What follows belongs to an exercise in optimizing a design on an open flow for small area; a production flow would make more cautious choices. For this run, only the layout was checked, not whether the RTL still works. Power is estimated from default activity; no workload was simulated.

`flow/flow/remap.tcl`:
```
# Re-map the combinational cells of the standard synthesis netlist with ABC's
# area-oriented &nf mapper. Flip-flops and tie cells stay as they are (same
# instances, names and cell types); only the logic between them is re-mapped.
yosys -import
set lib $::env(LIB)
read_liberty -ignore_miss_func -overwrite $lib
read_verilog $::env(IN)
hierarchy -top $::env(TOP)
foreach c [split [string trim [tee -q -s result.string select -list-mod =A:*]] "\n"] { }
set seq {}
foreach m [split [string trim [tee -q -s result.string select -list-mod =*]] "\n"] {
  if {[string match "sky130_fd_sc_hd__*df*" $m] || [string match "sky130_fd_sc_hd__conb*" $m] || [string match "sky130_fd_sc_hd__dl*" $m]} {
    blackbox $m
  }
}
flatten
opt_clean
abc -liberty $lib -script $::env(SCR) {*}$::env(DU)
opt_clean -purge
stat -liberty $lib
write_verilog -noattr $::env(OUT)
```
`flow/constraint.sdc`:
```
create_clock -name core_clock -period 10.0 [get_ports {clk}]
set_input_delay 2.0000 -clock core_clock [delete_from_list [all_inputs] [get_ports {clk}]]
set_output_delay 2.0000 -clock core_clock [all_outputs]
set_load 0.01 [all_outputs]
```
`flow/flow/run.sh`:
```
#!/bin/bash
# Standard ORFS layout with three changes:
#  - after the standard synthesis, the combinational logic is re-mapped with ABC's
#    area mapper (flip-flops untouched, see remap.tcl);
#  - port buffers use the smallest buffer cell;
#  - the clock tree uses small clock buffers in tight sink clusters, no dummy loads.
set -euo pipefail
R=orfs/results/$FLOW_PLATFORM/sent_tx/base
LIB=$FLOW_HOME/platforms/$FLOW_PLATFORM/lib/sky130_fd_sc_hd__tt_025C_1v80.lib
bash standard.sh synth > standard_synth.log 2>&1
cp $R/1_2_yosys.v standard_1_2_yosys.v
DU=$(sed -n '/^export DONT_USE_CELLS += \\/,/^#/p' $FLOW_HOME/platforms/$FLOW_PLATFORM/config.mk | grep -o 'sky130_fd_sc_hd__[a-z0-9_]*' | sed 's/^/-dont_use /' | tr '\n' ' ')
LIB=$LIB IN=standard_1_2_yosys.v OUT=remapped.v TOP=$FLOW_TOP SCR=flow/nf.scr DU="$DU" \
  yosys -c flow/remap.tcl > remap.log 2>&1
cp remapped.v $R/1_2_yosys.v
touch $R/1_2_yosys.v
CTS="-sink_clustering_enable -repair_clock_nets -dont_use_dummy_load"
CTS="$CTS -buf_list sky130_fd_sc_hd__clkbuf_4 -sink_clustering_size 10 -sink_clustering_max_diameter 40"
bash standard.sh "CTS_ARGS=$CTS" "BUFFER_PORTS_ARGS=-buffer_cell sky130_fd_sc_hd__buf_1" finish > standard_flow.log 2>&1
cp orfs/logs/*/sent_tx/base/*.log . 2>/dev/null || true
```
`flow/standard.sh`:
```
#!/bin/bash
# synth_recipe.tcl (not shown) runs the flow's synth.tcl, then flattens the netlist and writes it again
# the make line also repeats each setting of config.mk as NAME=value (left out here)
make -C /OpenROAD-flow-scripts/flow DESIGN_CONFIG=/design/flow/config.mk WORK_HOME=/design/flow/orfs CLKGATE_MAP_FILE= SYNTH_SCRIPT=/design/flow/synth_recipe.tcl "${@:-finish}"
```
`flow/config.mk`:
```
export PLATFORM = sky130hd
export DESIGN_NAME = sent_tx
export DESIGN_NICKNAME = sent_tx
export VERILOG_FILES = /design/flow/design.v
export SDC_FILE = /design/flow/constraint.sdc
export NUM_CORES = 4
export LEC_CHECK = 0
export ABC_AREA = 1
export CAP_MARGIN = 20
export CORE_MARGIN = 2
export CORE_UTILIZATION = 70
export PLACE_DENSITY = 0.8
export SLEW_MARGIN = 20
```
`flow/flow/nf.scr`:
```
strash
&get -n
&dch
&nf -a -R 1000
&put
topo
```
`flow/design.v`:
```
`default_nettype none
package sent_pkg;
  typedef struct packed {
    logic [7:0] ctick_len;  
    logic [7:0] ltick_len;  
    logic       pause_en;   
    logic [9:0] pause_len;  
  } sent_cfg_t;
  typedef struct packed {
    logic [2:0]  len;     
    logic [3:0]  status;  
    logic [23:0] data;    
  } sent_frame_t;
  typedef enum logic [2:0] {
    IDLE   = 3'd0,  
    SYNC   = 3'd1,  
    STATUS = 3'd2,  
    DATA   = 3'd3,  
    CRC    = 3'd4,  
    PAUSE  = 3'd5   
  } sent_state_e;
endpackage
`default_nettype wire
`timescale 1ns/1ns
`default_nettype none
module sent_host_if (
  input  logic                clk,
  input  logic                rst,
  input  logic                cfg_vld,      
  input  sent_pkg::sent_cfg_t cfg,          
  input  logic                frame_vld,    
  input  logic                engine_idle,  
  input  logic                fifo_empty,   
  output logic                wr,           
  output sent_pkg::sent_cfg_t active_cfg    
);
  sent_pkg::sent_cfg_t cfg_pend;  
  logic                pend;      
  logic                apply;     
  assign apply = pend && engine_idle && fifo_empty;
  always_ff @(posedge clk)
  begin
    if (cfg_vld)
      cfg_pend <= cfg;  
  end
  always_ff @(posedge clk or posedge rst)
  begin
    if (rst)
      pend <= 1'b0;
    else if (cfg_vld)
      pend <= 1'b1;  
    else if (apply)
      pend <= 1'b0;
  end
  logic dflt;  
  always_ff @(posedge clk or posedge rst)
  begin
    if (rst)
      dflt <= 1'b1;
    else
      dflt <= 1'b0;
  end
  always_ff @(posedge clk)
  begin
    if (dflt)
    begin
      active_cfg.ctick_len <= 8'd3;
      active_cfg.ltick_len <= 8'd4;
      active_cfg.pause_en  <= 1'b0;
      active_cfg.pause_len <= 10'd12;
    end
    else if (apply)
      active_cfg <= cfg_pend;
  end
  assign wr = frame_vld;
endmodule
`default_nettype wire
`timescale 1ns/1ns
`default_nettype none
module sent_frame_fifo (
  input  logic                  clk,
  input  logic                  rst,
  input  logic                  wr,       
  input  sent_pkg::sent_frame_t wdata,    
  input  logic                  pop,      
  input  logic                  done,     
  output sent_pkg::sent_frame_t cur,      
  output logic                  empty,    
  output logic                  full      
);
  localparam int DEPTH = 32;
  localparam int NST   = DEPTH + 1;  
  localparam int CW    = $clog2(DEPTH) + 1;
  logic [CW-1:0] cnt;
  logic          empty_now;
  logic          full_now;
  logic          wr_ok;
  logic          rd_ok;
  assign empty_now = (cnt == '0);
  assign full_now  = cnt[CW-1];
  assign wr_ok = wr && !full_now;
  assign rd_ok = pop && !empty_now;
  always_ff @(posedge clk or posedge rst)
  begin
    if (rst)
      cnt <= '0;
    else if (wr_ok != rd_ok)
      cnt <= rd_ok ? cnt - 1'b1 : cnt + 1'b1;
  end
  always_ff @(posedge clk or posedge rst)
  begin
    if (rst)
    begin
      empty <= 1'b1;
      full  <= 1'b0;
    end
    else
    begin
      empty <= empty_now;
      full  <= full_now;
    end
  end
  logic [NST-1:0][30:0] st;    
  logic [NST-1:0]       vld;
  logic [NST-1:0]       room;  
  logic [NST:0]         mv;    
  logic [NST-1:0]       keep;  
  localparam int RG = 4;
  localparam int NG = (NST + RG - 1) / RG;
  logic [NG-1:0] groom;  
  genvar i, g;
  generate
    for (g = 0; g < NG; g++)
    begin : g_grp
      logic [RG-1:0] loc;  
      for (i = 0; i < RG; i++)
      begin : g_loc
        if (g*RG + i < NST)
        begin : g_in
          if (i == 0)
            assign loc[i] = !vld[g*RG];
          else
            assign loc[i] = loc[i-1] || !vld[g*RG + i];
          if (g == 0)
            assign room[g*RG + i] = loc[i];
          else
            assign room[g*RG + i] = loc[i] || groom[g-1];
        end
        else
        begin : g_out
          assign loc[i] = loc[i-1];
        end
      end
      if (g == 0)
        assign groom[g] = loc[RG-1];
      else
        assign groom[g] = loc[RG-1] || groom[g-1];
    end
  endgenerate
  assign mv[0] = 1'b0;
  generate
    for (i = 1; i < NST; i++)
    begin : g_mv
      assign mv[i] = vld[i] && room[i-1];
    end
  endgenerate
  assign mv[NST] = wr_ok;
  generate
    for (i = 0; i < NST; i++)
    begin : g_st
      logic [30:0] din;
      assign keep[i] = vld[i] && !(i == 0 ? done : mv[i]);
      assign din     = (i == NST-1) ? wdata : st[(i == NST-1) ? i : i+1];
      always_ff @(posedge clk or posedge rst)
      begin
        if (rst)
          vld[i] <= 1'b0;
        else
          vld[i] <= keep[i] || mv[i+1];
      end
      always_ff @(posedge clk)
        st[i] <= (st[i] & {31{keep[i]}}) | (din & {31{mv[i+1]}});
    end
  endgenerate
  assign cur = st[0];
endmodule
`default_nettype wire
`timescale 1ns/1ns
`default_nettype none
module sent_tick_gen (
  input  logic       clk,
  input  logic       rst,
  input  logic       run,        
  input  logic [7:0] ctick_len,  
  output logic       tick        
);
  localparam int CLKS_PER_US = (10000000 / 1000000);
  localparam int PW          = $clog2(CLKS_PER_US + 1);
  localparam logic [PW-1:0] US_LAST = PW'(CLKS_PER_US - 1);
  logic [PW-1:0] us_cnt;    
  logic          us_stb;    
  logic [7:0]    tick_cnt;  
  logic          tick_last;
  assign us_stb = (us_cnt == US_LAST);
  always_ff @(posedge clk or posedge rst)
  begin
    if (rst)
      us_cnt <= '0;
    else if (us_stb)
      us_cnt <= '0;
    else
      us_cnt <= us_cnt + 1'b1;
  end
  assign tick_last = (tick_cnt == 8'd1);
  always_ff @(posedge clk)
  begin
    if (!run || (us_stb && tick_last))
      tick_cnt <= ctick_len;
    else if (us_stb)
      tick_cnt <= tick_cnt - 8'd1;
  end
  assign tick = run && us_stb && tick_last;
endmodule
`default_nettype wire
`timescale 1ns/1ns
`default_nettype none
module sent_frame_engine (
  input  logic                  clk,
  input  logic                  rst,
  input  logic                  tick,   
  input  sent_pkg::sent_cfg_t   cfg,    
  input  sent_pkg::sent_frame_t cur,    
  input  logic                  empty,  
  output logic                  pop,    
  output logic                  done,   
  output logic                  idle,   
  output logic                  sent    
);
  function automatic logic [3:0] crc4_x4(input logic [3:0] crc_in);
    logic [3:0] r;
    int         i;
    r = crc_in;
    for (i = 0; i < 4; i++)
    begin
      if (r[3])
        r = {r[2:0], 1'b0} ^ 4'b1101;
      else
        r = {r[2:0], 1'b0};
    end
    crc4_x4 = r;
  endfunction
  sent_pkg::sent_state_e state;
  logic [9:0] tick_cnt;  
  logic [9:0] tick_inc;
  logic [2:0] nib_cnt;   
  logic [3:0] crc;       
  logic       pulse_end;    
  logic       start_frame;  
  logic [3:0] data_nib;     
  logic [3:0] crc_x4;       
  logic [3:0] nib;          
  logic [9:0] pulse_len;    
  always_comb
  begin
    case (nib_cnt)
      3'd1:    data_nib = cur.data[23:20];
      3'd2:    data_nib = cur.data[19:16];
      3'd3:    data_nib = cur.data[15:12];
      3'd4:    data_nib = cur.data[11:8];
      3'd5:    data_nib = cur.data[7:4];
      3'd6:    data_nib = cur.data[3:0];
      default: data_nib = 4'd0;
    endcase
  end
  assign crc_x4 = crc4_x4(crc);
  always_comb
  begin
    case (state)
      sent_pkg::STATUS: nib = cur.status;
      sent_pkg::DATA:   nib = data_nib;
      default:          nib = crc_x4;
    endcase
  end
  always_comb
  begin
    case (state)
      sent_pkg::SYNC:  pulse_len = 10'(56);
      sent_pkg::PAUSE: pulse_len = cfg.pause_len;
      default:         pulse_len = 10'(12) + {6'd0, nib};
    endcase
  end
  assign tick_inc  = tick_cnt + 10'd1;
  assign pulse_end = tick && (tick_inc == pulse_len);
  assign done      = pulse_end &&
                     ((state == sent_pkg::CRC && !cfg.pause_en) ||
                      state == sent_pkg::PAUSE);
  assign start_frame = !empty && (state == sent_pkg::IDLE || done);
  assign pop         = start_frame;
  assign idle        = (state == sent_pkg::IDLE);
  always_ff @(posedge clk or posedge rst)
  begin
    if (rst)
      state <= sent_pkg::IDLE;
    else if (start_frame)
      state <= sent_pkg::SYNC;
    else if (pulse_end)
    begin
      case (state)
        sent_pkg::SYNC:   state <= sent_pkg::STATUS;
        sent_pkg::STATUS: state <= sent_pkg::DATA;
        sent_pkg::DATA:
          if (nib_cnt >= cur.len)
            state <= sent_pkg::CRC;
        sent_pkg::CRC:
          if (cfg.pause_en)
            state <= sent_pkg::PAUSE;
          else
            state <= sent_pkg::IDLE;  
        default:
          state <= sent_pkg::IDLE;  
      endcase
    end
  end
  always_ff @(posedge clk)
  begin
    if (start_frame)
    begin
      tick_cnt <= 10'd0;
      nib_cnt  <= 3'd0;
      crc      <= 4'b0101;  
    end
    else if (pulse_end)
    begin
      tick_cnt <= 10'd0;
      case (state)
        sent_pkg::STATUS:
          nib_cnt <= 3'd1;
        sent_pkg::DATA:
        begin
          crc <= crc_x4 ^ data_nib;
          if (nib_cnt < cur.len)
            nib_cnt <= nib_cnt + 3'd1;
        end
        default: ;
      endcase
    end
    else if (tick)
      tick_cnt <= tick_inc;
  end
  always_ff @(posedge clk or posedge rst)
  begin
    if (rst)
      sent <= 1'b1;
    else
      sent <= !(state != sent_pkg::IDLE && tick_cnt < {2'd0, cfg.ltick_len});
  end
endmodule
`default_nettype wire
`timescale 1ns/1ns
`default_nettype none
module sent_tx (
  input  logic                  clk,
  input  logic                  rst,
  input  logic                  cfg_vld,     
  input  sent_pkg::sent_cfg_t   cfg,         
  input  logic                  frame_vld,   
  input  sent_pkg::sent_frame_t frame,       
  output logic                  fifo_empty,  
  output logic                  fifo_full,   
  output logic                  sent         
);
  logic                  wr;
  sent_pkg::sent_cfg_t   active_cfg;
  sent_pkg::sent_frame_t cur;
  logic                  pop;
  logic                  done;
  logic                  idle;
  logic                  tick;
  sent_host_if u_host_if (
    .clk         (clk),
    .rst         (rst),
    .cfg_vld     (cfg_vld),
    .cfg         (cfg),
    .frame_vld   (frame_vld),
    .engine_idle (idle),
    .fifo_empty  (fifo_empty),
    .wr          (wr),
    .active_cfg  (active_cfg)
  );
  sent_frame_fifo u_fifo (
    .clk   (clk),
    .rst   (rst),
    .wr    (wr),
    .wdata (frame),
    .pop   (pop),
    .done  (done),
    .cur   (cur),
    .empty (fifo_empty),
    .full  (fifo_full)
  );
  sent_tick_gen u_tick_gen (
    .clk       (clk),
    .rst       (rst),
    .run       (!idle),
    .ctick_len (active_cfg.ctick_len),
    .tick      (tick)
  );
  sent_frame_engine u_engine (
    .clk   (clk),
    .rst   (rst),
    .tick  (tick),
    .cfg   (active_cfg),
    .cur   (cur),
    .empty (fifo_empty),
    .pop   (pop),
    .done  (done),
    .idle  (idle),
    .sent  (sent)
  );
endmodule
`default_nettype wire
```
==> results.py <==
metrics = {
    "route": {
        "wl_per_cell_um": 20.20,
        "drc": 0,
        "drt_iter0_drc": 1521,
        "avgViaCountPerCell": 6.419,
        "drt_pass1_iterations": 5,
        "ant_nets": 0,
        "vias": 22820,
        "wl_um": 71820,
    },
    "floorplanning": {
        "row_count": 82,
        "initial_core_util_pct": 70.57,
        "fp.coreArea_um2": 49970,
        "die_h_um": 228.4,
        "die_w_um": 228.4,
        "ios": 65,
        "die_area_um2": 52180,
    },
    "worst_setup_path": {
        "startpoint_type": "register",
        "path_delay_family": "simple AND/OR/NAND/NOR gates",
        "max_stage_delay_ps": 760,
        "worstSetupPathType": "register to register",
        "path_common_cell": "and3_2",
        "cp.required_ps": 10920,
        "cp_cell_sequence": "and3_1 -> buf_4 -> and3_2 -> and3_2 -> and3_2 -> and2_2 -> and3_2 -> and3_2 -> and3_2 -> and2_2 -> and4_2 -> buf_4 -> and2_2 -> and3_2 -> and3_2 -> and3_2 -> nand2_1 -> nor3_4 -> buf_4 -> and2_2 -> a22o_1",
        "critical_path_buf_inv_count": 3,
        "cp-end-kind": "register",
        "arrival_ps": 10280,
        "cp_slowest_cell": "and3_2",
        "worstPathMaxFanout": 35,
    },
    "sta": {
        "period_minus_slack_ps": 9361,
        "fin_worst_skew_ps": 58.33,
        "slew_viol_final": 0,
        "hold_viol": 0,
        "setup-tns-final_ps": 0,
        "fmax_mhz": 106.8,
        "whs_ps": 423.8,
        "rsz0062_at_grt": "no",
        "relSlewSlack_pct": 31.44,
        "setup_viol": 0,
        "fin_crit_sh_pct": 93.61,
        "worstMarginPinSlew_ps": 1019,
    },
    "power_and_ir_drop": {
        "power.leakage_nw": 14.74,
        "power_frac_clock_pct": 26.5,
        "power_switching_w": 0.002026,
        "seq_power_share_pct": 63.5,
        "max-vdd-ir-drop_mv": 0.1350,
        "swShare_pct": 26.80,
        "p_int_w": 0.005535,
        "power_density_nw_per_um2": 199.3,
        "p_comb_share_pct": 10.0,
    },
    "yosys": {
        "synthesis.nets": 2698,
        "syn_area_per_cell_um2": 13.38,
        "netlist_area_um2": 35260,
        "netlist_instances": 2636,
        "yosysWarnings": 4,
    },
    "clocking": {
        "clk_pin_slew_ps": 110,
        "clock-sinks": 1153,
        "tritoncts": "done",
        "clkLatencyLatePin_ps": 1010,
        "htree_levels": 4,
        "root_buffer": "clkbuf_4",
        "cts_resized": 0,
        "holdBufCountCts": 0,
        "cts_buffer_depth": 3,
        "numCtsBuffers": 140,
        "postCtsSetupRepairBufs": 0,
    },
    "global_route": {
        "grt_pass1_wl_um": 119100,
        "grt_max_degree": 52,
        "antenna_found_initial": 3,
        "track_usage_pct": 27.71,
        "overflow": 0,
        "grt_pass1_vias": 23051,
    },
    "run": {
        "cap_violations": 0,
    },
    "layout": {
        "layout-drive-gt1-share_pct": 8.131,
        "fin_nets": 2942,
        "final_util_pct": 75.91,
        "area_growth_pct": 7.566,
        "layout_common_cells": "dfxtp_1, a22o_1, clkbuf_4, nor2_1, buf_1",
        "layout_commonest_cell": "dfxtp_1",
    },
    "run_status": {
        "run_status": "timing/DRC/antenna clean",
    },
    "hold_path": {
        "hp-class": "register to register",
    },
    "placement": {
        "dp_hpwl_um": 46970,
        "gp_congestion": 0.8270,
        "io_buffers": 64,
    },
}
[through the flow]
stage | worst slack (ps) | std cells | area, um^2 | power (W)
after floorplan | 37.72 | 2636 | 35290 | 0.005346
after global placement | 1338 | 3410 | 36740 | 0.005589
after detailed placement | 947.6 | 3410 | 36770 | 0.005636
after CTS | 901.6 | 3550 | 37820 | 0.007588
after global routing | 4.764 | 3553 | 37920 | 0.007879
final | 638.8 | 3555 | 37930 | 0.007560
[cell type report]
type	count	area [um^2]
diodes	5	12.51
clock buffers	140	1051
fillers	3333	12040
inverters	14	52.55
multi-input cells	1469	11750
flip-flops and latches	1153	23690
well taps	672	840.8
repair buffers	102	525.5
[metal layers]
metal | GRT usage, % | up-vias | wire, um
met5 | 0 | - | 0
met3 | 4.566 | 157 | 2873
met4 | 11.44 | 0 | 2399
li1 | - | 10866 | -
met2 | 46.88 | 493 | 35470
met1 | 35.63 | 11304 | 31080
[state kept, by name (all words and copies together) (netlist names)]
| register | count |
|---|---|
| u_host_if.dflt | 1 |
| u_fifo.empty | 1 |
| u_tick_gen.tick_cnt | 8 |
| u_host_if.active_cfg | 27 |
| u_engine.state | 3 |
| u_fifo.st | 1023 |
| u_engine.tick_cnt | 10 |
| u_engine.crc | 4 |
| u_fifo.cnt | 6 |
| u_tick_gen.us_cnt | 4 |
| u_host_if.pend | 1 |
| u_engine.nib_cnt | 3 |
| u_fifo.full | 1 |
| u_engine.sent | 1 |
| u_fifo.vld | 33 |
| u_host_if.cfg_pend | 27 |
[worst min-delay path, stage by stage (launching register included)]
cell	delay, ps
edfxtp_1	320
a21oi_1	60
nand2_1	60
[power groups by stage]
stage               registers (W)  clock network [W]  logic [W]
floorplan                 0.00487                  0   0.000479
global placement          0.00490                  0   0.000691
detailed placement        0.00490                  0   0.000735
CTS                       0.00480            0.00205   0.000738
global route              0.00481            0.00224   0.000827
finish                    0.00480            0.00201   0.000757
[final timing paths]
kind,cells past startpoint,start,slack [ps],endpoint
max reg2reg,21,u_fifo.vld[0],640,u_fifo.st[1001]
max in group asynchronous,3,rst,8140,u_engine.state[2]
min reg2reg,2,u_host_if.cfg_pend[13],420,u_host_if.active_cfg[13]
max,21,u_fifo.vld[0],640,u_fifo.st[1001]
min in group asynchronous,3,rst,1240,u_fifo.cnt[4]
min,2,u_host_if.cfg_pend[13],420,u_host_if.active_cfg[13]

[port drivers added, routing unchanged]
How much do the figures lean on ideal ports? The routed layout below was timed once more, with nothing changed but the port constraints.
Step 1 (the two cells are an assumption about what drives the block):
set clk [get_ports {clk}]
set_driving_cell -lib_cell sky130_fd_sc_hd__clkbuf_16 $clk
set_driving_cell -lib_cell sky130_fd_sc_hd__buf_2 [delete_from_list [all_inputs] $clk]
Step 2 adds t to the input delays and takes it off the output delays; t is the mean of the earliest and latest rising clock arrival at the registers after step 1. Input paths then give back, and output paths get back, about the clock's delay inside the block.
a / b / c = ideal / step 1 / step 2; a / b = the first two.
shift t [ns]: 1.039
setup WS [ns]: 0.639 / 0.639 / 0.639
worst hold slack (ns): 0.424 / 0.424 / 0.424
slew at the worst register clock pin (ns): 0.11 / 0.11
cell pins on the clock port's net: 1
After both steps setup and hold are still met in this run. For this run, drivers alone change the setup slack by 0.000 ns; drivers and shift together by 0.000 ns.
